What follows belongs to an exercise in optimizing a design on an open flow for small area, a short achievable clock period and few clock cycles per item; a production flow would make more cautious choices. Function was checked by simulation only, so behaviour that the tests miss may differ from the original. Power is estimated from default activity; no workload was simulated.

Setup of alpha:
==> module rgbWriter, before the edit <==
module rgbWriter (
	input logic CLOCK_50_I,
	input logic resetn,
	input logic start,
	input logic [2:0] ph,
	input logic wrValid,
	input logic lastValid,
	input colourPkg::sample_t r,        
	input colourPkg::sample_t g,
	input colourPkg::sample_t b,
	output logic memWrEn,
	output colourPkg::addr_t memWrAddr,
	output colourPkg::word_t memWrData      
);
	localparam int FirstAddr = 76800 - 11;
	colourPkg::sample_t r0, g0, b0;     
	colourPkg::sample_t r1, g1, b1;     
	logic word0, word1;                 
	always_ff @(posedge CLOCK_50_I or negedge resetn) begin
		if (!resetn)
			memWrEn <= 1'b0;
		else
			memWrEn <= ph[0] ? lastValid : wrValid;
	end
	always_ff @(posedge CLOCK_50_I) begin
		if (ph[0]) begin
			r0 <= r;
			g0 <= g;
			b0 <= b;
		end
		if (ph[2]) begin
			r1 <= r;
			g1 <= g;
			b1 <= b;
		end
		memWrAddr <= start ? colourPkg::addr_t'(FirstAddr) : memWrAddr + 1'b1;
		word0 <= ph[1] & wrValid;
		word1 <= ph[2] & wrValid;
	end
	always_comb begin
		if (word0)
			memWrData = {r0, g0};
		else if (word1)
			memWrData = {b0, r1};
		else
			memWrData = {g1, b1};
	end
endmodule
Settings: LEC_CHECK=0, CAP_MARGIN=20, CORE_MARGIN=2, CORE_UTILIZATION=40, CTS_CLUSTER_DIAMETER=80, CTS_CLUSTER_SIZE=28, PLACE_DENSITY=0.6, SETUP_SLACK_MARGIN=4.8, SLEW_MARGIN=20; clock period 9.0 ns.
run.sh (not shown) runs the stock make flow with config.mk's settings and CLKGATE_MAP_FILE= SYNTH_SCRIPT=/design/flow/synth_recipe.tcl, a recipe that flattens the netlist after the stock synthesis.
Testbench counts of alpha, summed over its fixed seeds: cycles 921,712, frames 8.
Modified inputs, beta compared to alpha
diff --git a/flow/design.v b/flow/design.v
--- a/flow/design.v
+++ b/flow/design.v
@@ -3385,8 +3385,9 @@
 	output colourPkg::word_t memWrData      
 );
 	localparam int FirstAddr = 76800 - 11;
-	colourPkg::sample_t r0, g0, b0;     
-	colourPkg::sample_t r1, g1, b1;     
+	colourPkg::sample_t r1, g1, b1;
+	colourPkg::sample_t r2, g2, b2;
+	colourPkg::sample_t b3;
 	logic word0, word1;                 
 	always_ff @(posedge CLOCK_50_I or negedge resetn) begin
 		if (!resetn)
@@ -3395,27 +3396,24 @@
 			memWrEn <= ph[0] ? lastValid : wrValid;
 	end
 	always_ff @(posedge CLOCK_50_I) begin
-		if (ph[0]) begin
-			r0 <= r;
-			g0 <= g;
-			b0 <= b;
-		end
-		if (ph[2]) begin
-			r1 <= r;
-			g1 <= g;
-			b1 <= b;
-		end
+		r1 <= r;
+		g1 <= g;
+		b1 <= b;
+		r2 <= r1;
+		g2 <= g1;
+		b2 <= b1;
+		b3 <= b2;
 		memWrAddr <= start ? colourPkg::addr_t'(FirstAddr) : memWrAddr + 1'b1;
 		word0 <= ph[1] & wrValid;
 		word1 <= ph[2] & wrValid;
 	end
 	always_comb begin
 		if (word0)
-			memWrData = {r0, g0};
+			memWrData = {r2, g2};           
 		else if (word1)
-			memWrData = {b0, r1};
+			memWrData = {b3, r1};           
 		else
-			memWrData = {g1, b1};
+			memWrData = {g2, b2};           
 	end
 endmodule
 `default_nettype wire
- beta vs alpha — proportion of cell area occupied by registers dropped 0.87 points.
- Number of iterations in the first detailed-routing pass came out exactly the same in alpha and beta.
- From alpha to beta the numbers moved as follows: layout overhead on the synthesized area decreased by 0.33 points relative to the old numbers, sequential fraction of the synthesis area decreased by 1.1 points relative to the old numbers, synthesized area decreased by about 0.46% relative to the old numbers, global-route usage increased by 0.29 points relative to the old numbers.
- Diff alpha -> beta: y dimension of the die saw little to no change; utilization after layout down 0.18 points.
- Between alpha and beta, the synthesis-stage register bit count is higher for beta.
- Total stage count of the critical path, alpha and beta, lower one = alpha.
- Diff alpha -> beta: number of cell instances on the worst register-to-register path increased 11, width of the die closely matched the old numbers.
- STATUS total power consumption of the routed design: beta loses against alpha
Testbench counts of beta, summed over its fixed seeds: cycles 921,712, frames 8.

## re-timing with driven ports
The flow's constraints put no driver on any port. The routed layouts listed below were extracted and timed again, unchanged, in two steps.
Step 1 assumes that a clkbuf_16 drives the clock port and a buf_2 every other input.
Step 2, shift: input delay + t, output delay - t, t = (earliest + latest rising clock arrival at the registers) / 2. This alone moves slack from input paths to output paths.
a / b / c = no drivers / after step 1 / after step 2; a / b = the first two.
run	shift t [ns]	slack for setup (ns)	worst register clock-pin slew, ns	worst data-port slew with drivers (ns)
alpha	0.654	4.960 / 4.960 / 4.933	0.10 / 0.10	0.04
beta	0.655	4.867 / 4.867 / 4.867	0.10 / 0.10	0.04
After both steps every run listed still meets setup and hold. For alpha, which loses most, drivers alone change the setup slack by 0.000 ns; drivers and shift together by -0.027 ns.
